Source: an optimization exercise on an open RTL-to-GDS flow (aim: small area, a short achievable clock period and few clock cycles per item). Production flows keep margins and buffers that such runs may drop.
At most, simulation tests tie the RTL to the original design; equivalence was not proved.
The RTL of run 1 was laid out without a check of its function.
Power and IR drop assume default switching activity.

<file path="design/flow/design.v">
package seg_geom_pkg;
    localparam int IMG_W       = 16;
    localparam int IMG_H       = 16;
    localparam int NUM_CH      = 3;
    localparam int NUM_PIX     = IMG_W * IMG_H;
    localparam int NUM_BYTES   = NUM_PIX * NUM_CH;
    localparam int NUM_CLASSES = 4;
    typedef logic [7:0] pix_idx_t;
    typedef logic [1:0] label_t;
    typedef logic [7:0] pixel_t;
endpackage
package seg_ctrl_pkg;
    localparam int MEM_ADDR_W      = 20;
    localparam int WORDS_PER_FRAME = 192;
endpackage
`timescale 1ns/1ns
module frame_ram (
    input  logic       clk,
    input  logic       shift,
    input  logic [3:0] pair_in,      
    input  logic [7:0] raddr,
    output logic [1:0] rdata
);
    logic [511:0] mem;
    always_ff @(posedge clk) begin
        if (shift) begin
            mem <= {pair_in, mem[511:4]};
        end
    end
    logic [7:0] dlo;
    logic [7:0] dhi;
    logic [7:0] grp [0:7];
    logic [7:0] rd;
    logic [7:0] quad_q;
    logic [3:0] sel_q;
    always_comb begin
        for (int k = 0; k < 8; k++) begin
            dlo[k] = (raddr[4:2] == 3'(k));
            dhi[k] = (raddr[7:5] == 3'(k));
        end
        for (int i = 0; i < 8; i++) begin
            grp[i] = 8'h00;
            for (int k = 0; k < 8; k++) begin
                grp[i] = grp[i] | ({8{dlo[k]}} & mem[8*(8*i+k) +: 8]);
            end
        end
        rd = 8'h00;
        for (int i = 0; i < 8; i++) begin
            rd = rd | ({8{dhi[i]}} & grp[i]);
        end
    end
    always_ff @(posedge clk) begin
        quad_q <= rd;
        for (int k = 0; k < 4; k++) begin
            sel_q[k] <= (raddr[1:0] == 2'(k));
        end
    end
    always_comb begin
        rdata = 2'b00;
        for (int k = 0; k < 4; k++) begin
            rdata = rdata | ({2{sel_q[k]}} & quad_q[2*k +: 2]);
        end
    end
endmodule
`timescale 1ns/1ns
module class_cmp (
    input  logic [7:0] r,
    input  logic [7:0] g,
    input  logic [7:0] b,
    output logic [2:0] mx        
);
    function automatic logic ge8(input logic [7:0] x, input logic [7:0] y);
        logic c;
        c = 1'b1;
        for (int i = 0; i < 8; i++) begin
            c = (x[i] & ~y[i]) | (x[i] & c) | (~y[i] & c);
        end
        ge8 = c;
    endfunction
    logic r_ge_g, r_ge_b, g_ge_b;
    assign r_ge_g = ge8(r, g);
    assign r_ge_b = ge8(r, b);
    assign g_ge_b = ge8(g, b);
    assign mx[0] = r_ge_g && r_ge_b;
    assign mx[1] = !r_ge_g && g_ge_b;
    assign mx[2] = !mx[0] && !mx[1];
endmodule
module class_sort (
    input  logic [7:0] r,
    input  logic [7:0] g,
    input  logic [7:0] b,
    input  logic [2:0] mx,       
    output logic [7:0] m,        
    output logic [7:0] a1,       
    output logic [7:0] b1
);
    assign m  = ({8{mx[0]}} & r) | ({8{mx[1]}} & g) | ({8{mx[2]}} & b);
    assign a1 = ({8{mx[0]}} & g) | ({8{!mx[0]}} & r);
    assign b1 = ({8{mx[2]}} & g) | ({8{!mx[2]}} & b);
endmodule
module class_scorer (
    input  logic [7:0] m,        
    input  logic [7:0] a1,
    input  logic [7:0] b1,
    input  logic [1:0] mx,       
    output logic [1:0] lbl
);
    function automatic logic over(input logic [7:0] x, input logic [7:0] y, input logic [7:0] z);
        logic [10:0] p, q, s, k;
        logic [10:0] cc;
        logic c;
        integer i;
        p = 11'd0;
        q = 11'd0;
        for (i = 0; i < 8; i = i + 1) begin
            p[i]   = x[i] ^ y[i] ^ ~z[i];
            q[i+1] = (x[i] & y[i]) | (x[i] & ~z[i]) | (y[i] & ~z[i]);
        end
        cc = 11'd668;
        s = 11'd0;
        k = 11'd0;
        for (i = 0; i < 10; i = i + 1) begin
            s[i]   = p[i] ^ q[i] ^ cc[i];
            k[i+1] = cc[i] ? (p[i] | q[i]) : (p[i] & q[i]);
        end
        c = 1'b0;
        for (i = 0; i < 10; i = i + 1) begin
            c = (s[i] & k[i]) | (s[i] & c) | (k[i] & c);
        end
        over = c | k[10];
    endfunction
    always_comb begin
        if (over(a1, b1, m)) lbl = 2'd3;
        else if (mx[0])      lbl = 2'd0;
        else if (mx[1])      lbl = 2'd1;
        else                 lbl = 2'd2;
    end
endmodule
`timescale 1ns/1ns
module seg_top (
    input  logic                                clk,
    input  logic                                rst,
    input  logic                                start_process,
    output logic                                processing_done,
    output logic                                mem_req,
    output logic [seg_ctrl_pkg::MEM_ADDR_W-1:0] mem_addr,
    input  logic                                mem_ack,
    input  logic [31:0]                         mem_rdata,
    input  seg_geom_pkg::pix_idx_t              label_addr,
    output seg_geom_pkg::label_t                label,
    output logic [9:0]                          leds
);
    logic        busy;        
    logic        flag;        
    logic [7:0]  waddr;       
    logic [2:0]  wph;         
    logic        got;         
    logic        v1, v2;      
    logic [1:0]  ph1, ph2;    
    logic        last1, last2;  
    logic [23:0] pa;          
    logic [23:0] pb;          
    logic [23:0] sa, sb;      
    logic [1:0]  xa, xb;      
    logic [1:0]  pend;        
    logic        shift;       
    logic [3:0]  pair_in;     
    assign got = mem_req && mem_ack;
    always_ff @(posedge clk or posedge rst) begin
        if (rst) begin
            busy    <= 1'b0;
            flag    <= 1'b0;
            mem_req <= 1'b0;
            waddr   <= '0;
            wph     <= 3'b001;
            v1      <= 1'b0;
            ph1     <= '0;
            last1   <= 1'b0;
            v2      <= 1'b0;
            ph2     <= '0;
            last2   <= 1'b0;
        end else begin
            v1    <= got;
            ph1   <= wph[2:1];
            last1 <= got && (waddr == 8'(seg_ctrl_pkg::WORDS_PER_FRAME - 1));
            v2    <= v1;
            ph2   <= ph1;
            last2 <= v1 && last1;
            if (!busy) begin
                if (start_process) begin
                    busy    <= 1'b1;
                    flag    <= 1'b0;
                    mem_req <= 1'b1;
                    waddr   <= '0;
                    wph     <= 3'b001;
                end
            end else begin
                if (got) begin
                    waddr <= waddr + 1'b1;
                    wph   <= {wph[1:0], wph[2]};
                    if (waddr == 8'(seg_ctrl_pkg::WORDS_PER_FRAME - 1)) begin
                        mem_req <= 1'b0;
                    end
                end
                if (v2 && last2) begin
                    busy <= 1'b0;
                    flag <= 1'b1;
                end
            end
        end
    end
    logic [15:0] h;
    logic [23:0] na;
    assign h = pb[23:8];
    always_comb begin
        na = ({24{wph[0]}} & mem_rdata[23:0])
           | ({24{wph[1]}} & {mem_rdata[15:0], h[15:8]})
           | ({24{wph[2]}} & {mem_rdata[7:0], h});
    end
    always_ff @(posedge clk) begin
        pa <= na;
        if (got) begin
            pb <= mem_rdata[31:8];
        end
    end
    logic [2:0] mxa, mxb;
    logic [7:0] ma, a1a, b1a, mb, a1b, b1b;
    class_cmp  u_cmp_a  (.r(pa[7:0]), .g(pa[15:8]), .b(pa[23:16]), .mx(mxa));
    class_sort u_sort_a (.r(pa[7:0]), .g(pa[15:8]), .b(pa[23:16]), .mx(mxa),
                         .m(ma), .a1(a1a), .b1(b1a));
    class_cmp  u_cmp_b  (.r(pb[7:0]), .g(pb[15:8]), .b(pb[23:16]), .mx(mxb));
    class_sort u_sort_b (.r(pb[7:0]), .g(pb[15:8]), .b(pb[23:16]), .mx(mxb),
                         .m(mb), .a1(a1b), .b1(b1b));
    always_ff @(posedge clk) begin
        sa <= {ma, a1a, b1a};
        xa <= mxa[1:0];
        sb <= {mb, a1b, b1b};
        xb <= mxb[1:0];
    end
    logic [1:0] la, lb;
    class_scorer u_cls_a (.m(sa[23:16]), .a1(sa[15:8]), .b1(sa[7:0]), .mx(xa), .lbl(la));
    class_scorer u_cls_b (.m(sb[23:16]), .a1(sb[15:8]), .b1(sb[7:0]), .mx(xb), .lbl(lb));
    always_ff @(posedge clk) begin
        if (v2 && ph2 == 2'd0) begin
            pend <= la;
        end
    end
    assign shift   = v2 && (ph2 != 2'd0);
    assign pair_in = ph2[0] ? {la, pend} : {lb, la};
    frame_ram u_label_ram (
        .clk     (clk),
        .shift   (shift),
        .pair_in (pair_in),
        .raddr   (label_addr),
        .rdata   (label)
    );
    assign processing_done = !busy;
    assign mem_addr        = {12'b0, waddr};
    assign leds            = {7'b0, flag, 1'b0, busy};
endmodule
</file>
<file path="design/flow/run.sh">
#!/bin/bash
# synth_recipe.tcl (not shown) runs the flow's synth.tcl, then flattens the netlist and writes it again
# the make line also repeats each setting of config.mk as NAME=value (left out here)
make -C /OpenROAD-flow-scripts/flow DESIGN_CONFIG=/design/flow/config.mk WORK_HOME=/design/flow/orfs CLKGATE_MAP_FILE= SYNTH_SCRIPT=/design/flow/synth_recipe.tcl finish
</file>
<file path="design/flow/config.mk">
export PLATFORM = sky130hd
export DESIGN_NAME = seg_top
export DESIGN_NICKNAME = seg_top
export VERILOG_FILES = /design/flow/design.v
export SDC_FILE = /design/flow/constraint.sdc
export NUM_CORES = 4
export LEC_CHECK = 0
export CAP_MARGIN = 20
export CORE_MARGIN = 2
export CORE_UTILIZATION = 60
export CTS_BUF_LIST = sky130_fd_sc_hd__clkbuf_16
export CTS_CLUSTER_DIAMETER = 60
export CTS_CLUSTER_SIZE = 24
export PLACE_DENSITY = 0.8
export SETUP_SLACK_MARGIN = 5
export SLEW_MARGIN = 20
export SYNTH_MEMORY_MAX_BITS = 16384
</file>
<file path="design/flow/constraint.sdc">
create_clock -name core_clock -period 8.0 [get_ports {clk}]
set_input_delay 1.6000 -clock core_clock [delete_from_list [all_inputs] [get_ports {clk}]]
set_output_delay 1.6000 -clock core_clock [all_outputs]
set_load 0.01 [all_outputs]
</file>
==> results by group, run 1 <==
Final layout
  • Cell area after layout: around 30000 sq um
  • Most common library cell in the layout ignoring fill and taps: edfxtp_1
  • Layout cells sized above 1: 16.2%
  • Diodes inserted: 0
  • Synth-to-Final Area Change: 12.6%
  • Reg area: 18500 sq um
  • Footprint of the multi-input gates: 6970 sq um
  • Post-route insts no fill: ~2400
  • Layout Nets: 1808
  • Most frequent cells in the layout: edfxtp_1 (538), inv_1 (127), dfxtp_1 (87)
  • Fillers: ~2800

Global route
  • Initial antenna violation count: 0
  • GRT Overall Usage: about a quarter
  • First-pass GRT wire length: 88.2 mm
  • Busiest layer in global routing: met2
  • Vias in the first global route: 15170
  • Largest net degree at the start of global routing: a little over 200
  • GRT met1 Usage: 35.8%
  • GR met3 Demand/Resource: 4.15%
  • Grt ovf: 0
  • M2 GR Usage: 41.5%

Hold path
  • Worst Hold Class: flop to flop
  • Hold_sp: ph1[1]

Die
  • Core Rows: 76
  • Total die area: 45100 sq um
  • Width of the die: 212 microns
  • Initial Utilization: 60.6%
  • Core area: 43000 sq um
  • Die Y: 212 microns
  • Num ports: 78

Timing
  • RSZ-0062 raised after global routing: true
  • Pins over their slew limit: 0
  • Slew @ Worst Pin: about 1.1 ns
  • Clk_skew: 0.0274 ns
  • Hold slack: 0.354 ns
  • Worst slew margin: 28.1%
  • Setup violators final: 0
  • Final hold vios: 0
  • Part of the cycle the worst path needs: 38.1%
  • Fmax: 328 MHz
  • Post-route setup slack: 4.95 ns
  • Min Tclk post-route: between 3 and 4 ns
  • Total Neg Setup Slack: 0 ns

Power and ir drop
  • Peak VDD IR: 0.177 mV
  • Pleak: 9.25 nW
  • Pwr dens: 262 nW/um^2

Critical path
  • CP max FO: 23
  • Worst setup path startpoint: label_addr[4]
  • Critical Path End Type: flop
  • Data arrival time of the critical path: between 3 and 4 ns
  • CP Class: input port to flop
  • Critical Path Start Type: input port
  • Worst R2R Start: sa[3]
  • CP Data Required Time: 8.46 ns

Routing
  • Number of DRC markers in iteration 0: approximately 2400
  • Post-DR vias/cell: roughly 6.6
  • Routed WL per cell: 25.2 microns
  • Routed wire length: 59.1 mm
  • DR pass1 iterations: 8
  • Antenna viol nets, final: 0
  • Via count: 15512
  • Detailed-route DRC error count: 0

Clock tree
  • Skew-Pair Late Insertion Delay: 0.59 ns
  • Max Buffers Root-to-Sink: 3
  • Clock Pin Slew Worst Setup and Hold Paths: 0.09 ns
  • Cts bufs inserted: 38
  • Root Buffer: clkbuf_16
  • TritonCTS Sinks: around 650
  • CTS tree: done
  • Htree depth: 2

Placed design
  • Placed cell area: 27200 sq um
  • Dpl cells: between 2000 and 2500
  • I/O Buffers: 57
  • DP HPWL: 34.3 mm
  • Final GP Congestion: slightly below 0.9
  • Dpl ws: 3.33 ns

Logic synthesis
  • Total of warnings raised by yosys: 5
  • Mapped Avg Cell Area: 15.6 sq um
  • EDFF count, synth: 538
  • Synth Cell Area: ~26000 sq um
  • Post-synth cell types: about 70
  • Asr flop ratio synth: 3.40%
  • Flops & latches, synth: 648
  • Sequential-to-total area share from yosys stat: 70.9%
  • Mapped Cells: 1671
  • Top_reg_cell synth: edfxtp_1

Flow run
  • Max cap viols: 0

Run status
  • Outcome: timing/DRC/antenna clean
flip-flops by register name, indices dropped and copies added (netlist names), 4 cells and up:
name,flops
sb,24
u_label_ram.sel_q,4
pb,24
u_label_ram.mem,512
u_label_ram.quad_q,8
sa,24
waddr,8
pa,24
metrics by stage:
step                      power (W)  util (%)
after floorplan             0.00522         -
after global placement      0.00548      63.2
after detailed placement    0.00554      63.2
after CTS                   0.00765      67.3
after global routing        0.00799      68.2
final                       0.00768      68.2
kinds of logic after synthesis:
logic type / Yosys count / share of synthesized area (%)
xor+xnor: 6 / 0.202
simple gates: 247 / 4.49
compound gates: 353 / 10.4
other cells: 1 / 0.0144
fa+ha+maj: 38 / 2.14
mux: 150 / 8.03
buf+inv: 228 / 3.88
flops: 648 / 70.9
path summary, 6_finish.rpt:
kind / end / slack [ns] / cells after the start
worst min-delay path: ph2[1] / 0.35 / 0
max in group asynchronous: busy / 5.97 / 2
worst min register to register: ph2[1] / 0.35 / 0
worst max-delay path: u_label_ram.quad_q[5] / 4.95 / 7
min in group asynchronous: waddr[4] / 1.47 / 2
worst max register to register: u_label_ram.mem[510] / 5.19 / 10
per-layer routing:
metal  routed length [microns]  up-vias  part of all wire [%]
li1                          -     6580                     -
met1                     22900     7719                    39
met2                     27700     1037                    47
met3                      6070      176                    10
met4                      2470        0                   4.2
met5                         0        -                     0
worst max-delay path, cell delays in order:
cell and delay [ns]:
buf_16 0.16, and2_2 0.43, a22oi_1 0.30, nor2_1 0.08, o21ai_1 0.23, o21ai_0 0.15, or4_1 0.52
cell usage after synthesis (all sizes together), types with 6 or more instances:
master | count | area, sq um
nand2 | 74 | 278
nor2b | 25 | 156
nor2 | 74 | 280
o22ai | 33 | 206
a21oi | 50 | 262
o221ai | 19 | 198
edfxtp | 538 | 16200
a211oi | 7 | 52.6
o211ai | 6 | 45.0
a222oi | 24 | 240
maj3 | 11 | 114
a221oi | 79 | 692
ha | 13 | 163
mux2i | 64 | 641
nand2b | 18 | 113
inv | 122 | 458
o21ai | 63 | 319
mux4 | 42 | 946
o22a | 6 | 52.6
or2 | 6 | 37.5
dfxtp | 88 | 1760
buf | 63 | 392
a22o | 6 | 52.6
fa | 14 | 280
clkbuf | 43 | 161
and2 | 10 | 62.6
nor3 | 7 | 35.0
mux2 | 44 | 507
a22oi | 33 | 248
dfrtp | 21 | 526
nand3 | 14 | 70.1
report_power, final:
group	switching, W	total (W)	internal [W]
Sequential	0.000163	0.00415	0.00398
Combinational	0.000849	0.00143	0.000580
Clock	0.00112	0.00211	0.000990
area by class of cell:
cell class | instances | share of cell area, %
repair buffers | 111 | 4.92
flip-flops and latches | 648 | 63.0
clock buffers | 41 | 3.50
well taps | 585 | 2.50
inverters | 122 | 1.59
clock inverters | 27 | 0.751
multi-input cells | 816 | 23.8
timing repair:
item                                    CTS  global route
cloned                                    8             4
pin swaps                                 3             7
resized for setup                        71            30
buffers inserted                         11            20
endpoints found under the setup margin   25            13
hold buffers                              0             0
==> run 2, diff against run 1 <==
--- a/design/flow/design.v
+++ b/design/flow/design.v
@@ -156,11 +156,10 @@
     logic [2:0]  wph;         
     logic        got;         
-    logic        v1, v2;      
-    logic [1:0]  ph1, ph2;    
-    logic        last1, last2;  
+    logic        v1;          
+    logic [1:0]  ph1;         
+    logic        last1;       
     logic [23:0] pa;          
     logic [23:0] pb;          
-    logic [23:0] sa, sb;      
-    logic [1:0]  xa, xb;      
+    logic [2:0]  xa, xb;      
     logic [1:0]  pend;        
     logic        shift;       
@@ -177,14 +176,8 @@
             ph1     <= '0;
             last1   <= 1'b0;
-            v2      <= 1'b0;
-            ph2     <= '0;
-            last2   <= 1'b0;
         end else begin
             v1    <= got;
             ph1   <= wph[2:1];
             last1 <= got && (waddr == 8'(seg_ctrl_pkg::WORDS_PER_FRAME - 1));
-            v2    <= v1;
-            ph2   <= ph1;
-            last2 <= v1 && last1;
             if (!busy) begin
                 if (start_process) begin
@@ -203,5 +196,5 @@
                     end
                 end
-                if (v2 && last2) begin
+                if (v1 && last1) begin
                     busy <= 1'b0;
                     flag <= 1'b1;
@@ -218,34 +211,30 @@
            | ({24{wph[2]}} & {mem_rdata[7:0], h});
     end
+    logic [2:0] nxa, nxb;
+    class_cmp u_cmp_a (.r(na[7:0]), .g(na[15:8]), .b(na[23:16]), .mx(nxa));
+    class_cmp u_cmp_b (.r(mem_rdata[15:8]), .g(mem_rdata[23:16]), .b(mem_rdata[31:24]), .mx(nxb));
     always_ff @(posedge clk) begin
         pa <= na;
+        xa <= nxa;
+        xb <= nxb;
         if (got) begin
             pb <= mem_rdata[31:8];
         end
     end
-    logic [2:0] mxa, mxb;
     logic [7:0] ma, a1a, b1a, mb, a1b, b1b;
-    class_cmp  u_cmp_a  (.r(pa[7:0]), .g(pa[15:8]), .b(pa[23:16]), .mx(mxa));
-    class_sort u_sort_a (.r(pa[7:0]), .g(pa[15:8]), .b(pa[23:16]), .mx(mxa),
+    logic [1:0] la, lb;
+    class_sort u_sort_a (.r(pa[7:0]), .g(pa[15:8]), .b(pa[23:16]), .mx(xa),
                          .m(ma), .a1(a1a), .b1(b1a));
-    class_cmp  u_cmp_b  (.r(pb[7:0]), .g(pb[15:8]), .b(pb[23:16]), .mx(mxb));
-    class_sort u_sort_b (.r(pb[7:0]), .g(pb[15:8]), .b(pb[23:16]), .mx(mxb),
+    class_sort u_sort_b (.r(pb[7:0]), .g(pb[15:8]), .b(pb[23:16]), .mx(xb),
                          .m(mb), .a1(a1b), .b1(b1b));
-    always_ff @(posedge clk) begin
-        sa <= {ma, a1a, b1a};
-        xa <= mxa[1:0];
-        sb <= {mb, a1b, b1b};
-        xb <= mxb[1:0];
-    end
-    logic [1:0] la, lb;
-    class_scorer u_cls_a (.m(sa[23:16]), .a1(sa[15:8]), .b1(sa[7:0]), .mx(xa), .lbl(la));
-    class_scorer u_cls_b (.m(sb[23:16]), .a1(sb[15:8]), .b1(sb[7:0]), .mx(xb), .lbl(lb));
-    always_ff @(posedge clk) begin
-        if (v2 && ph2 == 2'd0) begin
+    class_scorer u_cls_a (.m(ma), .a1(a1a), .b1(b1a), .mx(xa[1:0]), .lbl(la));
+    class_scorer u_cls_b (.m(mb), .a1(a1b), .b1(b1b), .mx(xb[1:0]), .lbl(lb));
+    always_ff @(posedge clk) begin
+        if (v1 && ph1 == 2'd0) begin
             pend <= la;
         end
     end
-    assign shift   = v2 && (ph2 != 2'd0);
-    assign pair_in = ph2[0] ? {la, pend} : {lb, la};
+    assign shift   = v1 && (ph1 != 2'd0);
+    assign pair_in = ph1[0] ? {la, pend} : {lb, la};
     frame_ram u_label_ram (
         .clk     (clk),
==> design/flow/flow/run.sh (new file) <==
#!/bin/bash
# Layout flow: the standard ORFS flow (standard.sh) unchanged, except that the port
# buffers that global placement inserts are buf_2 cells (a fast, small buffer) instead of
# the flow's default pick. Each tool's output goes to a log file in this folder; ORFS also
# keeps its per-step logs under orfs/logs/.
set -euo pipefail
bash standard.sh synth > synth.log 2>&1
bash standard.sh "BUFFER_PORTS_ARGS=-buffer_cell sky130_fd_sc_hd__buf_2" finish > layout.log 2>&1
==> design/flow/standard.sh (new file) <==
#!/bin/bash
# synth_recipe.tcl (not shown) runs the flow's synth.tcl, then flattens the netlist and writes it again
# the make line also repeats each setting of config.mk as NAME=value (left out here)
make -C /OpenROAD-flow-scripts/flow DESIGN_CONFIG=/design/flow/config.mk WORK_HOME=/design/flow/orfs CLKGATE_MAP_FILE= SYNTH_SCRIPT=/design/flow/synth_recipe.tcl "${@:-finish}"
--- a/design/flow/config.mk
+++ b/design/flow/config.mk
@@ -10,6 +10,6 @@
 export CORE_UTILIZATION = 60
 export CTS_BUF_LIST = sky130_fd_sc_hd__clkbuf_16
-export CTS_CLUSTER_DIAMETER = 60
-export CTS_CLUSTER_SIZE = 24
+export CTS_CLUSTER_DIAMETER = 80
+export CTS_CLUSTER_SIZE = 30
 export PLACE_DENSITY = 0.8
 export SETUP_SLACK_MARGIN = 5
removed: design/flow/run.sh
==> run 2 against run 1 <==
Against the previous run: clock skew is 0.015 ns higher; flip-flop and latch count is 50 lower; global-route usage is 0.37 points lower; worst setup slack worse by 0.087 ns; die area is 5.1% lower; cell count is 7.4% lower; non-clock buffer count is 25 higher; first-iteration DRC count is 14% lower; core utilization is 0.49 points lower.
==> results by group, run 2 <==
Timing
  • Fmax: 319 MHz
  • Setup violators final: 0
  • RSZ-0062 raised after global routing: true
  • Pins over their slew limit: 0
  • Clk_skew: 0.0429 ns
  • Slew @ Worst Pin: 1.10 ns
  • Min Tclk post-route: 3.14 ns
  • Total Neg Setup Slack: 0 ns
  • Part of the cycle the worst path needs: 39.2%
  • Final hold vios: 0
  • Worst slew margin: 26.9%

Power and ir drop
  • Flop pwr share: a little over half
  • Pwr dens: 259 nW/um^2
  • Clock Power Share: 24.1%
  • Switching Fraction: a little under 30%
  • Pleak: 8.52 nW
  • Comb power frac: between 20% and 30%
  • Total Power: 0.00716 W
  • Pint: 0.00506 W
  • Peak VDD IR: approximately 0.26 mV
  • Switching power: ~0.0021 W

Global route
  • Initial antenna violation count: 0
  • GRT Overall Usage: about a quarter
  • Grt ovf: 0
  • Vias in the first global route: ~14000
  • First-pass GRT wire length: 82.2 mm
  • Largest net degree at the start of global routing: 90

Flow run
  • Max cap viols: 0

Placed design
  • DP HPWL: 32.1 mm
  • Placed cell area: 25500 sq um
  • I/O Buffers: 57
  • Final GP Congestion: 0.854

Logic synthesis
  • Yosys top cell area share: between 60% and 70%
  • Mapped Avg Cell Area: between 15 and 20 sq um
  • Synth top area cells: edfxtp_1 (65%), mux4_2 (4.8%), dfxtp_1 (3.4%)
  • Synth Cell Area: ~25000 sq um
  • Asr flop ratio synth: 3.01%
  • Total of warnings raised by yosys: 5
  • EDFF count, synth: 538
  • Synth area leader: edfxtp_1
  • Synth cell count leaders: edfxtp_1 (538), a21oi_1 (81), mux2i_1 (74), nor2_1 (74), inv_1 (68)
  • Top_reg_cell synth: edfxtp_1
  • Most common cell in the netlist: edfxtp_1
  • Flops & latches, synth: 598
  • Mapped Cells: 1539
  • Post-synth cell types: 64
  • Sequential-to-total area share from yosys stat: 70.7%

Routing
  • Routed wire length: 56.0 mm
  • Via count: roughly 15000
  • Number of DRC markers in iteration 0: 2072
  • Antenna viol nets, final: 0
  • Post-DR vias/cell: 6.75
  • Detailed-route DRC error count: 0
  • Routed WL per cell: 25.7 microns
  • DR pass1 iterations: 6

Final layout
  • Layout cells sized above 1: 21.2%
  • Most frequent cells in the layout: edfxtp_1 (538), inv_1 (78), a21oi_1 (76)
  • Max reg flops: 512
  • Layout Nets: around 1700
  • Largest Register: u_label_ram.mem
  • Top flop regs: u_label_ram.mem x512, pa x24, pb x24
  • Most common library cell in the layout ignoring fill and taps: edfxtp_1
  • Synth-to-Final Area Change: 11.8%
  • Cell area after layout: 27600 sq um

Die
  • Initial Utilization: 60.6%
  • Num ports: about 80
  • Core Rows: 74
  • Total die area: ~43000 sq um
  • Die Y: roughly 210 microns
  • Width of the die: 207 microns
  • Core area: 40700 sq um

Clock tree
  • Htree depth: 1
  • Cts bufs inserted: 28
  • Root Buffer: clkbuf_16
  • CTS tree: done
  • Skew-Pair Late Insertion Delay: roughly 0.62 ns
  • Max Buffers Root-to-Sink: 3
  • Clock Pin Slew Worst Setup and Hold Paths: 0.11 ns
  • Cts hold-fix bufs: 0
  • TritonCTS Sinks: between 500 and 600

Critical path
  • CP max FO: 22
  • Critical Path Start Type: input port
  • FF-to-FF End: u_label_ram.mem[510]
  • Worst R2R Start: xb[2]
  • CP Data Required Time: around 8.5 ns
  • CP Class: input port to flop
  • Reg2Reg Setup Slack: 5.00 ns
  • Data arrival time of the critical path: between 3 and 4 ns
  • Register-to-Register Path Depth: 12
  • Critical Path End Type: flop

Hold path
  • Hold Path Sink: u_label_ram.mem[400]
  • Hold_sp: u_label_ram.mem[404]
  • WHS Path Cells: 0
  • Worst Hold Class: flop to flop

Run status
  • Outcome: timing/DRC/antenna clean
run 2: changes by cell type after synthesis, sizes merged, moves of 11 or more:
cell / change
o21ai: -28
a22oi: +20
a21oi: +31
mux4: +11
nand2: -15
o221ai: -16
dfxtp: -46
inv: -52
a221oi: -30
run 2: how the worst max path moves through the flow:
stage	startpoint	to	slack (ns)	cells after the start
after floorplan	ph1[0]	u_label_ram.mem[0]	3.42	1
after global placement	label_addr[2]	u_label_ram.quad_q[2]	3.20	7
after detailed placement	label_addr[2]	u_label_ram.quad_q[2]	3.19	7
after CTS	pb[10]	u_label_ram.mem[510]	4.96	11
after global routing	pb[10]	u_label_ram.mem[510]	4.82	11
final	label_addr[3]	u_label_ram.quad_q[2]	4.86	10
run 2: metrics by stage:
step	std cells	utilization, %	hold slack [ns]	worst slack [ns]
after floorplan	1558	-	0.374	3.42
after global placement	2066	62.5	0.422	3.20
after detailed placement	2066	62.5	0.429	3.19
after CTS	2158	66.9	0.439	4.96
after global routing	2174	67.7	0.454	4.82
final	2175	67.7	0.434	4.86
run 2: kinds of logic after synthesis:
kind of cell,count (synthesis),synth area share (%)
compound gates,338,9.68
xor+xnor,6,0.213
mux,168,9.70
fa+ha+maj,34,2.08
buf+inv,174,3.39
flops,598,70.7
simple gates,220,4.26
other cells,1,0.0152
run 2: worst max-delay path, cell delays in order:
cell	delay (ns)
buf_16	0.15
inv_4	0.12
buf_12	0.14
nor2_1	0.05
buf_4	0.22
a221oi_4	0.33
a21oi_1	0.09
a311oi_1	0.26
o22ai_1	0.13
or4_1	0.49
run 2: layout make-up:
type | instances | area [sq um]
Clock inverter | 23 | 228
Multi-Input combinational cell | 786 | 6820
Fill cell | 2603 | 13100
Tap cell | 532 | 666
Timing Repair Buffer | 136 | 1410
Antenna cell | 1 | 2.50
Sequential cell | 598 | 17500
Clock buffer | 29 | 726
Inverter | 70 | 265
run 2: repair_timing:
| item | 4_1_cts | 5_1_grt |
|---|---|---|
| pin swaps | 12 | 21 |
| gates resized for setup | 77 | 35 |
| endpoints found under the setup margin | 91 | 94 |
| cloned | 10 | 2 |
| setup buffers | 30 | 13 |
run 2: power groups by stage:
stage               clock network (W)  logic [W]  registers, W
CTS                           0.00174    0.00151       0.00383
global placement                    0    0.00132       0.00389
finish                        0.00173    0.00160       0.00383
global route                  0.00184    0.00177       0.00386
floorplan                           0    0.00115       0.00384
detailed placement                  0    0.00137       0.00391
run 2: routing by layer:
metal	vias up	share of wire (%)	GRT usage (%)
li1	6234	-	-
met1	7371	39	36.8
met2	953	48	40.8
met3	129	10	4.24
met4	0	3.3	7.37
met5	-	0	0
Testbench counts of run 2, summed over its fixed seeds: cycles 30,746, frames 64.
==> run 3, diff against run 2 <==
--- a/design/flow/config.mk
+++ b/design/flow/config.mk
@@ -10,6 +10,6 @@
 export CORE_UTILIZATION = 60
 export CTS_BUF_LIST = sky130_fd_sc_hd__clkbuf_16
-export CTS_CLUSTER_DIAMETER = 80
-export CTS_CLUSTER_SIZE = 30
+export CTS_CLUSTER_DIAMETER = 60
+export CTS_CLUSTER_SIZE = 24
 export PLACE_DENSITY = 0.8
 export SETUP_SLACK_MARGIN = 5
==> run 3 against run 2 <==
Against the previous run: power is 6.7% higher; die area stayed put; critical path depth is 1 lower; global-route usage is 0.57 points higher; critical path type unchanged.
==> results by group, run 3 <==
Critical path
  • Largest stage delay, worst path: 0.42 ns
  • Reg2Reg Setup Slack: 4.99 ns
  • Crit-path slowest cell: or4_1
  • Critical Path End Type: flop
  • FF-to-FF End: u_label_ram.mem[510]
  • CP Class: input port to flop
  • Data arrival time of the critical path: ~3.5 ns
  • Worst R2R Start: xb[2]
  • Register-to-Register Path Depth: 12
  • Crit-path cells: buf_16 -> buf_16 -> buf_4 -> mux2_2 -> a221oi_2 -> a21oi_1 -> a21oi_1 -> o22ai_2 -> or4_1
  • Critical Path Start Type: input port
  • CP max FO: 6
  • CP Data Required Time: 8.48 ns

Timing
  • Min Tclk post-route: about 3.0 ns
  • Final hold vios: 0
  • Setup violators final: 0
  • RSZ-0062 raised after global routing: true
  • Total Neg Setup Slack: 0 ns
  • Slew @ Worst Pin: 1.10 ns
  • Worst slew margin: 26.5%
  • Fmax: 329 MHz
  • Pins over their slew limit: 0
  • Part of the cycle the worst path needs: 38.0%
  • Clk_skew: 0.0394 ns

Routing
  • DR pass1 iterations: 10
  • Number of DRC markers in iteration 0: about 2200
  • Detailed-route DRC error count: 0
  • Antenna viol nets, final: 0
  • Via count: 14872
  • Routed WL per cell: about 26 microns
  • Routed wire length: roughly 57 mm
  • Post-DR vias/cell: 6.68

Clock tree
  • Root Buffer: clkbuf_16
  • Skew-Pair Late Insertion Delay: around 0.6 ns
  • Clock Pin Slew Worst Setup and Hold Paths: about 0.09 ns
  • TritonCTS Sinks: between 500 and 600
  • Cts bufs inserted: 39
  • Cts hold-fix bufs: 0
  • Max Buffers Root-to-Sink: 3
  • CTS tree: done
  • Htree depth: 2

Hold path
  • WHS Path Cells: 0
  • Hold_sp: u_label_ram.mem[390]
  • Worst Hold Class: flop to flop
  • Hold Path Sink: u_label_ram.mem[386]

Final layout
  • Util after Layout: 69.3%
  • Most frequent cells in the layout: edfxtp_1 (538), buf_4 (82), a21oi_1 (78)
  • Layout cells sized above 1: 23.7%
  • Largest Register: u_label_ram.mem
  • Layout Nets: 1736
  • Max reg flops: 512
  • Top flop regs: u_label_ram.mem x512, pa x24, pb x24
  • Most common library cell in the layout ignoring fill and taps: edfxtp_1
  • Fillers: 2514
  • Synth-to-Final Area Change: 14.4%

Global route
  • Largest net degree at the start of global routing: 90
  • Vias in the first global route: 14132
  • GRT Overall Usage: between 20% and 30%
  • Grt ovf: 0
  • First-pass GRT wire length: 83.3 mm
  • Initial antenna violation count: 0

Placed design
  • DP HPWL: 32.1 mm
  • Final GP Congestion: 0.854
  • I/O Buffers: between 50 and 60

Logic synthesis
  • Yosys top cell area share: between 60 and 70%
  • EDFF count, synth: ~540
  • Asr flop ratio synth: 3.01%
  • Synth Cell Area: 24700 sq um
  • Flops & latches, synth: 598
  • Sequential-to-total area share from yosys stat: approximately 71%
  • Most common cell in the netlist: edfxtp_1
  • Synth top area cells: edfxtp_1 (65%), mux4_2 (4.8%), dfxtp_1 (3.4%)
  • Synth area leader: edfxtp_1
  • Top_reg_cell synth: edfxtp_1
  • Mapped Avg Cell Area: approximately 16 sq um
  • Synth cell count leaders: edfxtp_1 (538), a21oi_1 (81), mux2i_1 (74), nor2_1 (74), inv_1 (68)
  • Mapped Cells: 1539
  • Post-synth cell types: 64
  • Total of warnings raised by yosys: 5

Power and ir drop
  • Peak VDD IR: approximately 0.21 mV
  • Pleak: 8.87 nW
  • Pwr dens: 270 nW/um^2
  • Clock Power Share: 28.2%
  • Flop pwr share: 50.2%
  • Switching power: 0.00219 W
  • Pint: 0.00545 W
  • Total Power: 0.00764 W
  • Comb power frac: between 20% and 30%
  • Switching Fraction: between 20% and 30%

Die
  • Num ports: roughly 80
  • Total die area: 42800 sq um
  • Initial Utilization: 60.6%
  • Core Rows: 74
  • Die Y: 207 microns
  • Width of the die: approximately 210 microns
  • Core area: 40700 sq um

Run status
  • Outcome: timing/DRC/antenna clean

Flow run
  • Max cap viols: 0
## run 3: area by class of cell
type,count,area [sq um],share of cell area (%)
flip-flops and latches,598,17500,61.8
diodes,1,2.50,0.00886
multi-input cells,786,6800,24.1
well taps,532,666,2.36
clock inverters,30,332,1.17
inverters,70,268,0.948
repair buffers,170,1710,6.05
clock buffers,40,1000,3.54
## run 3: stage by stage
step	setup WS, ns	instances	hold slack (ns)	cell area [sq um]
4_1_cts	4.94	2174	0.418	27600
3_5_place_dp	3.19	2066	0.429	25500
6_report	4.96	2227	0.425	28300
3_3_place_gp	3.20	2066	0.422	25500
5_1_grt	4.83	2226	0.443	28200
2_1_floorplan	3.42	1558	0.374	25200
## run 3: worst max path at each step
stage	endpoint	slack [ns]	depth (start not counted)	start
after detailed placement	u_label_ram.quad_q[2]	3.19	7	label_addr[2]
final	u_label_ram.quad_q[2]	4.96	9	label_addr[2]
after global routing	u_label_ram.mem[510]	4.83	11	pb[10]
after floorplan	u_label_ram.mem[0]	3.42	1	ph1[0]
after CTS	u_label_ram.mem[510]	4.94	11	xb[0]
after global placement	u_label_ram.quad_q[2]	3.20	7	label_addr[2]
## run 3: kinds of logic after synthesis
family | share of synthesized area (%)
DFF | 70.7
AOI/OAI and AO/OA | 9.68
and+or+nand+nor | 4.26
buffers and inverters | 3.39
muxes | 9.70
adders and majority gates | 2.08
xor gates and xnor gates | 0.213
other | 0.0152
## run 3: critical path, delay by kind of cell
kind            cells  cell delay [ns]
compound gates      4             0.63
buf+inv             3             0.45
simple gates        1             0.42
mux                 1             0.37
## run 3: power by group through the flow
stage / Clock, W / Sequential (W) / Combinational (W)
after detailed placement: 0 / 0.00391 / 0.00137
after global routing: 0.00229 / 0.00386 / 0.00182
final: 0.00216 / 0.00383 / 0.00165
after global placement: 0 / 0.00389 / 0.00132
after CTS: 0.00219 / 0.00384 / 0.00150
after floorplan: 0 / 0.00384 / 0.00115
## run 3: layer usage
layer	vias to the layer above	GRT usage [%]	part of all wire [%]
met1	7433	36.3	38
met4	0	11.3	4.4
met5	-	0	0
met3	169	4.69	10
li1	6330	-	-
met2	940	41.0	47
## run 3: what timing repair did
item                       in CTS  in global routing
pin swaps                      12                 36
setup endpoints to repair      90                 93
gates cloned                   10                  4
gates resized for setup        77                 39
setup buffers                  28                 48
==> run 4, diff against run 3 <==
==> design/flow/flow/run.sh (replaced) <==
#!/bin/bash
# Layout flow: the standard ORFS flow (standard.sh) with two changes.
#  1. Synthesis is the standard one (synth_recipe.tcl, ORFS synth.tcl) except for the ABC
#     script that maps the combinational logic: flow/abc.script replaces ORFS's
#     abc_speed.script, in a copy of ORFS's scripts folder made here. Registers are
#     mapped exactly as in the standard synthesis.
#  2. The port buffers that global placement inserts are buf_2 cells.
# Each tool's output goes to a log file in this folder; ORFS also keeps its per-step logs
# under orfs/logs/.
set -euo pipefail
work=$(pwd)
rm -rf "$work/scripts_abc"
cp -r "$FLOW_HOME/scripts" "$work/scripts_abc"
cp "$work/flow/abc.script" "$work/scripts_abc/abc_speed.script"
bash standard.sh "SCRIPTS_DIR=$work/scripts_abc" synth > synth.log 2>&1
bash standard.sh "BUFFER_PORTS_ARGS=-buffer_cell sky130_fd_sc_hd__buf_2" finish > layout.log 2>&1
==> design/flow/flow/abc.script (new file) <==
strash
dch
amap
topo
stime -c
buffer -c
upsize -c
dnsize -c
==> run 4 against run 3 <==
Against the previous run: final area shrank 3.7%; register-to-register slack lost 1.2 ns; worst setup slack lost 1.2 ns; via count rose by 4.7%; clock skew decreased by 0.00055 ns; combinational power up 15%; largest cell class unchanged; synthesized cell count fell by 6.3%; still clean; routed wire length increased by 12%; critical path depth grew 9; worst hold slack better by 0.0081 ns.
==> results by group, run 4 <==
Logic synthesis
  • Mapped Cells: approximately 1400
  • Mapped Avg Cell Area: 15.9 sq um
  • Post-synth cell types: 40
  • Post-synthesis mux area share: 0%
  • Most common cell in the netlist: edfxtp_1
  • Synth area leader: edfxtp_1
  • Synth Cell Area: 22900 sq um
  • Synth top area cells: edfxtp_1 (70%), a222oi_1 (5.4%), dfxtp_1 (3.7%)
  • Synth Area in Simple Gates: 3.99%
  • Flops & latches, synth: 598
  • Adder-cell area share of the yosys netlist: 1.93%
  • Total of warnings raised by yosys: 5
  • Post-synthesis compound-gate area fraction: 14.4%
  • Yosys top cell area share: 70.4%
  • EDFF count, synth: 538
  • Asr flop ratio synth: between 3 and 4%
  • Synth cell count leaders: edfxtp_1 (538), a222oi_1 (123), nand2_1 (123)
  • Top_reg_cell synth: edfxtp_1
  • Main combinational cell family by area after synthesis: compound AO/OA/AOI/OAI gates
  • Sequential-to-total area share from yosys stat: 76.1%
  • Synth Area in XOR/XNOR: 0%

Routing
  • Detailed-route DRC error count: 0
  • Number of DRC markers in iteration 0: 3543
  • Via count: 15578
  • Post-DR vias/cell: a little over 7
  • Routed WL per cell: just under 30 microns
  • Routed wire length: 63.8 mm
  • DR pass1 iterations: 14
  • Antenna viol nets, final: 0

Timing
  • Min Tclk post-route: between 4 and 5 ns
  • Worst slew margin: between 30% and 40%
  • Setup violators final: 0
  • RSZ-0062 raised after global routing: true
  • Slew @ Worst Pin: 1.04 ns
  • Fmax: 235 MHz
  • Final hold vios: 0
  • Clk_skew: 0.0389 ns
  • Part of the cycle the worst path needs: 53.1%
  • Pins over their slew limit: 0
  • Total Neg Setup Slack: 0 ns

Power and ir drop
  • Peak VDD IR: around 0.2 mV
  • Comb power frac: 24.1%
  • Flop pwr share: between 50 and 60%
  • Total Power: 0.00781 W
  • Pint: 0.00545 W
  • Switching power: 0.00236 W
  • Switching Fraction: a little under a third
  • Pwr dens: 287 nW/um^2
  • Pleak: between 8 and 9 nW
  • Clock Power Share: 25.1%

Global route
  • First-pass GRT wire length: 86.3 mm
  • Largest net degree at the start of global routing: a little under 200
  • Vias in the first global route: 14467
  • GRT Overall Usage: 29.0%
  • Grt ovf: 0
  • Initial antenna violation count: 4

Final layout
  • Layout Nets: 1689
  • Max reg flops: 512
  • Most common library cell in the layout ignoring fill and taps: edfxtp_1
  • Synth-to-Final Area Change: 18.6%
  • Layout cells sized above 1: 21.9%
  • Largest Register: u_label_ram.mem
  • Most frequent cells in the layout: edfxtp_1 (538), a222oi_1 (123), nand2_1 (122)
  • Top flop regs: u_label_ram.mem x512, pa x24, pb x24

Critical path
  • CP max FO: 2
  • Reg2Reg Setup Slack: 3.75 ns
  • CP Class: flop to flop
  • Data arrival time of the critical path: 4.56 ns
  • Critical Path Start Type: flop
  • Critical Path End Type: flop
  • CP Data Required Time: 8.32 ns

Run status
  • Outcome: timing/DRC/antenna clean

Die
  • Width of the die: 200 microns
  • Num ports: 78
  • Initial Utilization: 60.9%
  • Total die area: 39800 sq um
  • Core Rows: 71
  • Die Y: 200 microns
  • Core area: 37700 sq um

Placed design
  • Final GP Congestion: 0.889
  • I/O Buffers: 57
  • DP HPWL: 28.2 mm

Clock tree
  • Clock Pin Slew Worst Setup and Hold Paths: 0.11 ns
  • CTS tree: done
  • Htree depth: 2
  • TritonCTS Sinks: 598
  • Root Buffer: clkbuf_16
  • Cts bufs inserted: 35
  • Max Buffers Root-to-Sink: 3
  • Skew-Pair Late Insertion Delay: 0.58 ns

Flow run
  • Max cap viols: 0

Hold path
  • Worst Hold Class: flop to flop
## run 4: path summary, 6_finish.rpt
check                                          start                   end  cells after the start
worst max-delay path                          pb[19]  u_label_ram.mem[511]                     18
worst min-delay path            u_label_ram.mem[308]  u_label_ram.mem[304]                      0
worst max register to register                pb[19]  u_label_ram.mem[511]                     18
worst min register to register  u_label_ram.mem[308]  u_label_ram.mem[304]                      0
max in group asynchronous                        rst                wph[2]                      2
min in group asynchronous                        rst              waddr[7]                      2
## run 4: cell type report
| cell class | count | area (sq um) |
|---|---|---|
| Timing Repair Buffer | 209 | 2250 |
| Multi-Input combinational cell | 663 | 5280 |
| Clock inverter | 24 | 194 |
| Antenna cell | 3 | 7.51 |
| Tap cell | 511 | 639 |
| Inverter | 111 | 443 |
| Clock buffer | 37 | 926 |
| Fill cell | 2139 | 10500 |
| Sequential cell | 598 | 17500 |
## run 4: what timing repair did
item	CTS	global route
pin swaps	54	76
setup buffers	69	49
resized for setup	93	84
hold buffers	0	0
gates cloned	14	7
setup endpoints to repair	19	19
## run 4: critical path: stages, from the launching register on
cell and delay, ns:
edfxtp_1 0.43, a222oi_1 0.37, inv_1 0.10, fa_1 0.48, ha_1 0.30, inv_2 0.04, a222oi_1 0.38, o22ai_1 0.11
o21bai_1 0.18, a222oi_1 0.27, inv_1 0.09, a222oi_1 0.30, buf_4 0.20, o22ai_4 0.08, o21ai_2 0.15, o21ai_1 0.08
nor2b_1 0.15, o21ai_1 0.09, o22a_1 0.22
## run 4: power by group through the flow
| stage | registers, W | logic (W) | clock network [W] |
|---|---|---|---|
| global placement | 0.00400 | 0.00136 | 0 |
| CTS | 0.00394 | 0.00166 | 0.00192 |
| finish | 0.00397 | 0.00189 | 0.00196 |
| global route | 0.00398 | 0.00207 | 0.00206 |
| detailed placement | 0.00401 | 0.00142 | 0 |
| floorplan | 0.00402 | 0.00115 | 0 |
## run 4: routing by layer
layer  vias up  share of wire [%]  GRT usage, %
li1       6269                  -             -
met1      7574                 34          39.3
met2      1529                 47          47.0
met3       206                 14          6.21
met4         0                4.7          10.5
met5         -                  0             0
## run 4: cell families (layout without fill, tap and decap cells)
family                     Yosys count  after routing
AOI/OAI and AO/OA                  405            405
other                                1             23
adders and majority gates           27             27
buffers and inverters              201            381
DFF                                598            598
and+or+nand+nor                    210            211
## run 4: stage by stage
| step | util, % | instance area (sq um) | setup WS [ns] | instances | hold WS (ns) |
|---|---|---|---|---|---|
| global route | 72.2 | 27200 | 3.39 | 2155 | 0.446 |
| finish | 72.3 | 27200 | 3.75 | 2156 | 0.433 |
| detailed placement | 63.2 | 23800 | 3.40 | 1953 | 0.433 |
| global placement | 63.2 | 23800 | 3.55 | 1953 | 0.428 |
| CTS | 69.8 | 26300 | 3.85 | 2097 | 0.449 |
| floorplan | - | 23500 | -0.451 | 1461 | 0.410 |
==> run 5, diff against run 4 <==
==> design/flow/flow/abc.script (replaced) <==
&get -n
&st
&dch
&nf -R 20
&put
buffer -c
topo
stime -c
upsize -c
dnsize -c
==> run 5 against run 4 <==
Against the previous run: clock power rose by 6%; critical path type is now input port to flop; routed wire length fell by 11%; synthesized cell count fell by 1.5%.
==> results by group, run 5 <==
Die
  • Width of the die: 200 microns
  • Total die area: 40200 sq um
  • Num ports: 78
  • Die Y: 200 microns
  • Core area: 37800 sq um
  • Core Rows: 71
  • Initial Utilization: 61.2%

Logic synthesis
  • Synth area leader: edfxtp_1
  • Most common cell in the netlist: edfxtp_1
  • Top_reg_cell synth: edfxtp_1
  • Mapped Cells: about 1400
  • Yosys top cell area share: 69.8%
  • Asr flop ratio synth: 3.01%
  • Flops & latches, synth: 598
  • Synth top area cells: edfxtp_1 (70%), a222oi_1 (4.9%), dfxtp_1 (3.6%)
  • Synth Cell Area: 23200 sq um
  • Mapped Avg Cell Area: ~16 sq um
  • EDFF count, synth: 538
  • Post-synth cell types: 56
  • Total of warnings raised by yosys: 5
  • Synth cell count leaders: edfxtp_1 (538), a222oi_1 (114), a22oi_1 (98)
  • Sequential-to-total area share from yosys stat: 75.3%

Timing
  • Setup violators final: 0
  • Pins over their slew limit: 0
  • Fmax: 310 MHz
  • Part of the cycle the worst path needs: 40.3%
  • Total Neg Setup Slack: 0 ns
  • Worst slew margin: 29.5%
  • Hold slack: 0.426 ns
  • Clk_skew: 0.0469 ns
  • Slew @ Worst Pin: 1.06 ns
  • Final hold vios: 0
  • Min Tclk post-route: 3.23 ns
  • RSZ-0062 raised after global routing: true

Final layout
  • Most frequent cells in the layout: edfxtp_1 (538), a222oi_1 (114), a22oi_1 (92)
  • Post-route insts no fill: 2066
  • Synth-to-Final Area Change: 15.2%
  • Max reg flops: 512
  • Most common library cell in the layout ignoring fill and taps: edfxtp_1
  • Diodes inserted: 0
  • Largest Register: u_label_ram.mem
  • Layout Nets: 1597
  • Top flop regs: u_label_ram.mem x512, pa x24, pb x24
  • Layout cells sized above 1: between 10% and 20%
  • Cell area after layout: 26700 sq um

Clock tree
  • Clock Pin Slew Worst Setup and Hold Paths: 0.10 ns
  • Root Buffer: clkbuf_16
  • CTS tree: done
  • Skew-Pair Late Insertion Delay: 0.58 ns
  • Cts bufs inserted: 37
  • Cts hold-fix bufs: 0
  • Htree depth: 2
  • Max Buffers Root-to-Sink: 3
  • TritonCTS Sinks: 598

Routing
  • Post-DR vias/cell: around 7.1
  • Routed WL per cell: 27.6 microns
  • Detailed-route DRC error count: 0
  • Number of DRC markers in iteration 0: 2431
  • M1 WL: 20.8 mm
  • Max layer used: met5
  • Antenna viol nets, final: 0
  • Met2 wire length: around 27 mm
  • Routed wire length: 57.0 mm
  • Met3 Routed Length: approximately 6.8 mm
  • Via count: 14587
  • DR pass1 iterations: 9

Critical path
  • Data arrival time of the critical path: 3.67 ns
  • CP Class: input port to flop
  • Reg2Reg Setup Slack: 4.92 ns
  • Critical Path Start Type: input port
  • Critical Path End Type: flop
  • CP Data Required Time: approximately 8.5 ns
  • CP max FO: 5

Run status
  • Outcome: timing/DRC/antenna clean

Placed design
  • Dpl cells: 1916
  • Placed cell area: 23800 sq um
  • I/O Buffers: 57
  • Final GP Congestion: between 0.8 and 0.9
  • DP HPWL: 27.7 mm

Global route
  • GRT Overall Usage: 27.2%
  • Vias in the first global route: ~14000
  • Largest net degree at the start of global routing: 179
  • Grt ovf: 0
  • First-pass GRT wire length: 83.3 mm
  • Initial antenna violation count: 1

Hold path
  • Worst Hold Class: flop to flop

Power and ir drop
  • Peak VDD IR: 0.221 mV
  • Pwr dens: around 290 nW/um^2
  • Pleak: just over 8 nW
  • Total Power: ~0.0077 W

Flow run
  • Max cap viols: 0
run 5: layer usage:
layer | up-vias | global-route usage, %
li1 | 6039 | -
met4 | 2 | 11.7
met1 | 7186 | 36.7
met5 | - | 0
met3 | 160 | 5.11
met2 | 1200 | 43.8
run 5: area by class of cell:
cell class                 count  area (sq um)
fill                        2299         11200
multi-input combinational    670          5340
clock buffer                  40          1000
sequential                   598         17500
clock inverter                28           267
timing repair buffer         149          1700
tap                          511           639
inverter                      70           263
run 5: metrics by stage:
step | worst slack (ns) | util, %
2_1_floorplan | 3.38 | -
3_3_place_gp | 3.63 | 62.9
3_5_place_dp | 3.44 | 62.9
4_1_cts | 4.82 | 69.7
5_1_grt | 4.75 | 70.5
6_report | 4.77 | 70.5
run 5: kinds of logic after synthesis:
| group | Yosys count | synth area share [%] |
|---|---|---|
| AND/OR/NAND/NOR | 187 | 4.13 |
| multiplexers | 32 | 1.45 |
| flip-flops | 598 | 75.3 |
| XOR/XNOR | 3 | 0.113 |
| buffers and inverters | 174 | 3.50 |
| other | 1 | 0.0162 |
| adder cells (fa/ha/maj) | 27 | 1.91 |
| AO/OA/AOI/OAI | 398 | 13.5 |
run 5: what timing repair did:
item,4_1_cts,5_1_grt
cloned,20,2
hold endpoints to repair,0,0
buffers inserted,43,17
setup endpoints to repair,16,200
pin swaps,69,28
gates resized for setup,111,22
run 5: worst max-delay path, cell delays in order:
cell and delay [ns]:
buf_12 0.11, nor3b_4 0.18, buf_12 0.16, buf_4 0.14, a222oi_1 0.34, nand3_1 0.15, a21oi_2 0.21, o22ai_1 0.10
or3_1 0.34, or3_1 0.35
run 5: worst paths after layout:
| path | from | end | cells past startpoint |
|---|---|---|---|
| worst max-delay path | label_addr[3] | u_label_ram.quad_q[4] | 10 |
| max in group asynchronous | rst | waddr[3] | 2 |
| min in group asynchronous | rst | wph[2] | 2 |
| worst max register to register | xa[2] | u_label_ram.mem[510] | 13 |
| worst min-delay path | u_label_ram.mem[434] | u_label_ram.mem[430] | 0 |
| worst min register to register | u_label_ram.mem[434] | u_label_ram.mem[430] | 0 |
run 5: power breakdown:
group	leakage (nW)	switching [W]	internal [W]	total [W]
combinational	3.09	0.000956	0.000706	0.00166
clock	0.644	0.00110	0.000985	0.00208
sequential	4.43	0.000199	0.00378	0.00397
==> run 6, diff against run 5 <==
--- a/design/flow/design.v
+++ b/design/flow/design.v
@@ -28,36 +28,38 @@
         end
     end
-    logic [7:0] dlo;
-    logic [7:0] dhi;
-    logic [7:0] grp [0:7];
-    logic [7:0] rd;
-    logic [7:0] quad_q;
-    logic [3:0] sel_q;
+    logic [7:0]  dlo;
+    logic [3:0]  dhi;
+    logic [15:0] grp [0:3];
+    logic [15:0] rd;
+    logic [15:0] oct_q;
+    logic [7:0]  sel_q;
     always_comb begin
         for (int k = 0; k < 8; k++) begin
-            dlo[k] = (raddr[4:2] == 3'(k));
-            dhi[k] = (raddr[7:5] == 3'(k));
-        end
-        for (int i = 0; i < 8; i++) begin
-            grp[i] = 8'h00;
+            dlo[k] = (raddr[5:3] == 3'(k));
+        end
+        for (int i = 0; i < 4; i++) begin
+            dhi[i] = (raddr[7:6] == 2'(i));
+        end
+        for (int i = 0; i < 4; i++) begin
+            grp[i] = 16'h0000;
             for (int k = 0; k < 8; k++) begin
-                grp[i] = grp[i] | ({8{dlo[k]}} & mem[8*(8*i+k) +: 8]);
+                grp[i] = grp[i] | ({16{dlo[k]}} & mem[16*(8*i+k) +: 16]);
             end
         end
-        rd = 8'h00;
-        for (int i = 0; i < 8; i++) begin
-            rd = rd | ({8{dhi[i]}} & grp[i]);
-        end
-    end
-    always_ff @(posedge clk) begin
-        quad_q <= rd;
-        for (int k = 0; k < 4; k++) begin
-            sel_q[k] <= (raddr[1:0] == 2'(k));
+        rd = 16'h0000;
+        for (int i = 0; i < 4; i++) begin
+            rd = rd | ({16{dhi[i]}} & grp[i]);
+        end
+    end
+    always_ff @(posedge clk) begin
+        oct_q <= rd;
+        for (int k = 0; k < 8; k++) begin
+            sel_q[k] <= (raddr[2:0] == 3'(k));
         end
     end
     always_comb begin
         rdata = 2'b00;
-        for (int k = 0; k < 4; k++) begin
-            rdata = rdata | ({2{sel_q[k]}} & quad_q[2*k +: 2]);
+        for (int k = 0; k < 8; k++) begin
+            rdata = rdata | ({2{sel_q[k]}} & oct_q[2*k +: 2]);
         end
     end
==> run 6 against run 5 <==
Against the previous run: clock power hardly changed; still clean; highest routed layer is now met4; worst setup slack worse by 0.097 ns; via count fell by 5.1%.
==> results by group, run 6 <==
Run status
  • Outcome: timing/DRC/antenna clean

Global route
  • Busiest layer in global routing: met2
  • First-pass GRT wire length: around 75 mm
  • GR met3 Demand/Resource: 3.67%
  • Initial antenna violation count: 0
  • GRT Overall Usage: 23.9%
  • GRT met1 Usage: around a third
  • Grt ovf: 0
  • M2 GR Usage: 39.6%
  • Largest net degree at the start of global routing: 198
  • Vias in the first global route: about 13000

Final layout
  • Top flop regs: u_label_ram.mem x512, pa x24, pb x24
  • Layout cells sized above 1: 15.4%
  • Most frequent cells in the layout: edfxtp_1 (538), a222oi_1 (137), a22oi_1 (83)
  • Largest Register: u_label_ram.mem
  • Fillers: 2494
  • Util after Layout: roughly two thirds
  • Reg area: 17700 sq um
  • Synth-to-Final Area Change: 11.2%
  • Most common library cell in the layout ignoring fill and taps: edfxtp_1
  • Layout Nets: 1528
  • Footprint of the multi-input gates: 5220 sq um
  • Max reg flops: 512
  • Cell area after layout: ~26000 sq um

Logic synthesis
  • Synth top area cells: edfxtp_1 (69%), a222oi_1 (5.9%), dfxtp_1 (4.6%)
  • Synth Cell Area: 23300 sq um
  • Flops & latches, synth: 610
  • Top_reg_cell synth: edfxtp_1
  • Sequential-to-total area share from yosys stat: 76.0%
  • Asr flop ratio synth: 2.95%
  • Yosys top cell area share: between 60 and 70%
  • Total of warnings raised by yosys: 5
  • Mapped Avg Cell Area: roughly 17 sq um
  • Mapped Cells: 1403
  • Synth area leader: edfxtp_1
  • Synth cell count leaders: edfxtp_1 (538), a222oi_1 (137), a22oi_1 (85)
  • EDFF count, synth: between 500 and 600
  • Most common cell in the netlist: edfxtp_1
  • Post-synth cell types: 53

Timing
  • Hold slack: 0.444 ns
  • Clk_skew: between 0.02 and 0.03 ns
  • Total Neg Setup Slack: 0 ns
  • RSZ-0062 raised after global routing: true
  • Post-route setup slack: 4.68 ns
  • Pins over their slew limit: 0
  • Worst slew margin: 26.8%
  • Slew @ Worst Pin: 1.10 ns
  • Fmax: 301 MHz
  • Part of the cycle the worst path needs: between 40% and 50%
  • Setup violators final: 0
  • Final hold vios: 0
  • Min Tclk post-route: 3.32 ns

Die
  • Num ports: 78
  • Initial Utilization: about three fifths
  • Width of the die: 201 microns
  • Core area: 38500 sq um
  • Total die area: 40400 sq um
  • Core Rows: 72
  • Die Y: 201 microns

Clock tree
  • TritonCTS Sinks: 610
  • Htree depth: 2
  • Cts hold-fix bufs: 0
  • CTS tree: done
  • Cts bufs inserted: 37
  • Clock Pin Slew Worst Setup and Hold Paths: roughly 0.090 ns
  • Max Buffers Root-to-Sink: 3
  • Root Buffer: clkbuf_16
  • Skew-Pair Late Insertion Delay: 0.56 ns

Critical path
  • Critical Path Start Type: flop
  • Critical Path End Type: output port
  • Worst setup path startpoint: u_label_ram.sel_q[0]
  • CP Data Required Time: 6.40 ns
  • CP Class: flop to output port
  • Worst R2R Start: pb[18]
  • Data arrival time of the critical path: 1.72 ns
  • CP max FO: 2
  • Reg2Reg Setup Slack: between 5 and 6 ns

Placed design
  • Placed cell area: 24000 sq um
  • DP HPWL: roughly 29 mm
  • I/O Buffers: 57
  • Dpl ws: 4.23 ns
  • Final GP Congestion: 0.822

Routing
  • Antenna viol nets, final: 0
  • Routed wire length: 51.5 mm
  • DR pass1 iterations: 10
  • Via count: 13847
  • Number of DRC markers in iteration 0: 2372
  • Routed WL per cell: 25.7 microns
  • Detailed-route DRC error count: 0
  • Post-DR vias/cell: 6.91

Power and ir drop
  • Pwr dens: approximately 300 nW/um^2
  • Pleak: 7.68 nW
  • Peak VDD IR: 0.215 mV

Hold path
  • Hold_sp: u_label_ram.mem[418]
  • Worst Hold Class: flop to flop

Flow run
  • Max cap viols: 0
-- run 6: cell types whose count changed after synthesis, sizes merged, moves of 5 or more --
cell and change:
or3 -8, clkbuf +11, or4 +5, buf -10, nor3 +7, a22oi -13, a222oi +23, o22ai -10
nand3 -17, dfxtp +12, a21oi -16, a31oi +20
-- run 6: per-stage QoR --
stage,std cells,power (W)
after floorplan,1422,0.00496
after global routing,2002,0.00792
after detailed placement,1904,0.00525
after CTS,1989,0.00740
after global placement,1904,0.00520
final,2003,0.00759
-- run 6: cells by family after synthesis --
family,synth area share [%]
flip-flops,76.0
AO/OA/AOI/OAI,13.8
buffers and inverters,3.22
AND/OR/NAND/NOR,3.60
multiplexers,1.44
adder cells (fa/ha/maj),1.90
other,0.0161
-- run 6: worst paths after layout --
check                                             to  cells after the start
worst max-delay path                        label[1]                      4
worst max register to register  u_label_ram.mem[511]                     12
max in group asynchronous                       flag                      2
min in group asynchronous                   waddr[1]                      2
worst min-delay path            u_label_ram.mem[414]                      0
worst min register to register  u_label_ram.mem[414]                      0
-- run 6: worst max-delay path, cell delays in order (launching register included) --
cell	delay, ns
dfxtp_1	0.34
a222oi_1	0.35
a21boi_2	0.22
nand3_2	0.11
buf_6	0.15
-- run 6: layer usage --
layer / up-vias / wire [microns]
li1: 5906 / -
met1: 6932 / 19900
met2: 892 / 24900
met3: 117 / 5360
met4: 0 / 1410
met5: - / 0
-- run 6: where the power goes --
part	leakage [nW]	internal, W	switching [W]
sequential	4.48	0.00374	0.000182
combinational	2.59	0.000711	0.000899
clock	0.609	0.000976	0.00108
-- run 6: final cells by class --
type	count	area share (%)
sequential	610	68.4
tap	518	2.50
multi-input combinational	641	20.1
clock inverter	28	1.12
inverter	67	0.972
timing repair buffer	100	3.16
clock buffer	38	3.67
antenna	1	0.00967
-- run 6: repair_timing --
item / CTS / global route
buffers inserted: 18 / 8
resized for setup: 42 / 40
setup endpoints to repair: 26 / 22
pin swaps: 15 / 36
gates cloned: 1 / 5
Testbench counts of run 6, summed over its fixed seeds: cycles 30,746, frames 64.
==> run 7, diff against run 6 <==
--- a/design/flow/design.v
+++ b/design/flow/design.v
@@ -28,40 +28,35 @@
         end
     end
-    logic [7:0]  dlo;
-    logic [3:0]  dhi;
-    logic [15:0] grp [0:3];
-    logic [15:0] rd;
-    logic [15:0] oct_q;
-    logic [7:0]  sel_q;
+    logic [7:0] dlo, dmid;
+    logic [3:0] dhi;
+    logic [1:0] part [0:3];
+    logic [1:0] part_q [0:3];
     always_comb begin
         for (int k = 0; k < 8; k++) begin
-            dlo[k] = (raddr[5:3] == 3'(k));
-        end
-        for (int i = 0; i < 4; i++) begin
-            dhi[i] = (raddr[7:6] == 2'(i));
-        end
-        for (int i = 0; i < 4; i++) begin
-            grp[i] = 16'h0000;
-            for (int k = 0; k < 8; k++) begin
-                grp[i] = grp[i] | ({16{dlo[k]}} & mem[16*(8*i+k) +: 16]);
+            dlo[k]  = (raddr[2:0] == 3'(k));
+            dmid[k] = (raddr[5:3] == 3'(k));
+        end
+        for (int j = 0; j < 4; j++) begin
+            dhi[j] = (raddr[7:6] == 2'(j));
+        end
+        for (int j = 0; j < 4; j++) begin
+            part[j] = 2'b00;
+            for (int i = 0; i < 8; i++) begin
+                logic [1:0] g;
+                g = 2'b00;
+                for (int k = 0; k < 8; k++) begin
+                    g = g | ({2{dlo[k]}} & mem[2*(64*j+8*i+k) +: 2]);
+                end
+                part[j] = part[j] | ({2{dmid[i]}} & g);
             end
-        end
-        rd = 16'h0000;
-        for (int i = 0; i < 4; i++) begin
-            rd = rd | ({16{dhi[i]}} & grp[i]);
-        end
-    end
-    always_ff @(posedge clk) begin
-        oct_q <= rd;
-        for (int k = 0; k < 8; k++) begin
-            sel_q[k] <= (raddr[2:0] == 3'(k));
-        end
-    end
-    always_comb begin
-        rdata = 2'b00;
-        for (int k = 0; k < 8; k++) begin
-            rdata = rdata | ({2{sel_q[k]}} & oct_q[2*k +: 2]);
-        end
-    end
+            part[j] = {2{dhi[j]}} & part[j];
+        end
+    end
+    always_ff @(posedge clk) begin
+        for (int j = 0; j < 4; j++) begin
+            part_q[j] <= part[j];
+        end
+    end
+    assign rdata = part_q[0] | part_q[1] | part_q[2] | part_q[3];
 endmodule
 `timescale 1ns/1ns
==> run 7 against run 6 <==
Against the previous run: sequential share of layout area shrank 1.4 points; non-clock buffer count increased by 12; combinational power about the same; global-route usage is 2.1 points higher; worst setup slack improved by 0.10 ns; highest routed layer is now met5.
==> results by group, run 7 <==
Run status
  • Outcome: timing/DRC/antenna clean

Logic synthesis
  • Sequential-to-total area share from yosys stat: 75.5%
  • Synth Cell Area: around 23000 sq um
  • Asr flop ratio synth: 3.03%
  • Yosys top cell area share: ~70%
  • Post-synth cell types: 57
  • Synth area leader: edfxtp_1
  • EDFF count, synth: 538
  • Synth cell count leaders: edfxtp_1 (538), a222oi_1 (117), a22oi_1 (99)
  • Top_reg_cell synth: edfxtp_1
  • Flops & latches, synth: 594
  • Most common cell in the netlist: edfxtp_1
  • Mapped Cells: 1407
  • Synth top area cells: edfxtp_1 (70%), a222oi_1 (5.1%), dfxtp_1 (3.3%)
  • Mapped Avg Cell Area: approximately 16 sq um

Critical path
  • Data arrival time of the critical path: approximately 1.6 ns
  • CP Class: flop to output port
  • CP Data Required Time: roughly 6.4 ns
  • Reg2Reg Setup Slack: around 4.9 ns
  • Register-to-Register Path Depth: 12
  • Critical Path Start Type: flop

Placed design
  • Dpl ws: 3.86 ns
  • Final GP Congestion: around 0.8
  • I/O Buffers: 57
  • DP HPWL: between 20 and 30 mm

Timing
  • Final hold vios: 0
  • Pins over their slew limit: 0
  • Min Tclk post-route: 3.22 ns
  • Total Neg Setup Slack: 0 ns
  • Post-route setup slack: 4.78 ns
  • Worst slew margin: 23.8%
  • Setup violators final: 0

Routing
  • Antenna viol nets, final: 0
  • Routed WL per cell: 26.2 microns
  • Post-DR vias/cell: 6.93
  • Via count: 13966
  • Detailed-route DRC error count: 0
  • DR pass1 iterations: 7
  • Number of DRC markers in iteration 0: 2160
  • Routed wire length: ~53 mm

Clock tree
  • Root Buffer: clkbuf_16
  • Htree depth: 2
  • Skew-Pair Late Insertion Delay: 0.59 ns
  • CTS tree: done
  • Max Buffers Root-to-Sink: 3

Final layout
  • Top flop regs: u_label_ram.mem x512, pa x24, pb x24
  • Largest Register: u_label_ram.mem
  • Layout Nets: 1548
  • Cell area after layout: 25900 sq um
  • Synth-to-Final Area Change: 12.8%
  • Max reg flops: between 500 and 600
  • Most frequent cells in the layout: edfxtp_1 (538), a222oi_1 (117), a22oi_1 (97)
  • Layout cells sized above 1: 15.9%

Hold path
  • Hold Path Sink: u_label_ram.mem[397]
  • WHS Path Cells: 0
  • Worst Hold Class: flop to flop

Flow run
  • Max cap viols: 0

Power and ir drop
  • Peak VDD IR: 0.266 mV
  • Pwr dens: ~290 nW/um^2

Global route
  • GRT met1 Usage: 34.9%
  • GR met3 Demand/Resource: 4.82%
  • Grt ovf: 0
  • M2 GR Usage: 42.3%
  • GRT Overall Usage: 26.0%
  • Initial antenna violation count: 1
  • Busiest layer in global routing: met2

Die
  • Total die area: 39900 sq um
  • Initial Utilization: 60.9%
  • Width of the die: around 200 microns
  • Core Rows: 71
  • Num ports: a little under 80
run 7: metrics by stage:
stage,instances,hold WS (ns),util [%]
6_report,2016,0.430,68.7
5_1_grt,2016,0.444,68.7
3_3_place_gp,1906,0.429,62.7
3_5_place_dp,1906,0.434,62.7
4_1_cts,2000,0.439,67.9
2_1_floorplan,1426,0.349,-
run 7: worst max-delay path: stages (launching register included):
cell     delay (ns)
dfxtp_2        0.34
or4_4          0.54
buf_6          0.15
run 7: repair_timing:
action / in CTS / in global routing
gates cloned: 8 / 4
pin swaps: 19 / 30
gates resized for setup: 72 / 33
hold buffers: 0 / 0
hold endpoints to repair: 0 / 0
buffers inserted: 19 / 12
endpoints found under the setup margin: 221 / 225
run 7: area by class of cell:
type,instances,area [sq um]
flip-flops and latches,594,17400
multi-input cells,665,5230
inverters,67,251
repair buffers,112,1110
well taps,511,639
fillers,2375,11800
clock inverters,28,345
clock buffers,39,976
run 7: cell families (layout without fill, tap and decap cells):
logic type	Yosys count	count (layout)	share of synthesized area, %
compound gates	404	404	13.8
fa+ha+maj	27	27	1.93
buf+inv	171	246	3.34
flops	594	594	75.5
mux	32	32	1.46
other cells	1	20	0.0163
simple gates	178	182	3.92
run 7: worst max path at each step:
stage / from / endpoint / cells after the start
finish: u_label_ram.part_q[2][0] / label[0] / 2
global route: xa[0] / u_label_ram.mem[510] / 12
CTS: u_label_ram.part_q[2][0] / label[0] / 2
detailed placement: label_addr[1] / u_label_ram.part_q[0][1] / 10
global placement: label_addr[1] / u_label_ram.part_q[0][1] / 10
floorplan: ph1[0] / u_label_ram.mem[0] / 2
run 7: power breakdown:
group / leakage, nW / internal (W) / switching, W
logic: 2.74 / 0.000691 / 0.000902
registers: 4.35 / 0.00365 / 0.000159
clock network: 0.663 / 0.00106 / 0.00108
total: 7.75 / 0.00541 / 0.00214
run 7: per-layer routing:
layer	share of wire, %	up-vias
li1	-	5925
met1	37	7005
met2	48	911
met3	11	123
met4	3.5	2
met5	0.025	-
Testbench counts of run 7, summed over its fixed seeds: cycles 30,746, frames 64.

Setup slack of run 7, layout unchanged: 4.778 ns with ideal ports, 4.730 ns with driving cells assumed (clock clkbuf_16, inputs buf_2), 4.388 ns with port delays also shifted by the 0.613 ns mid clock arrival.
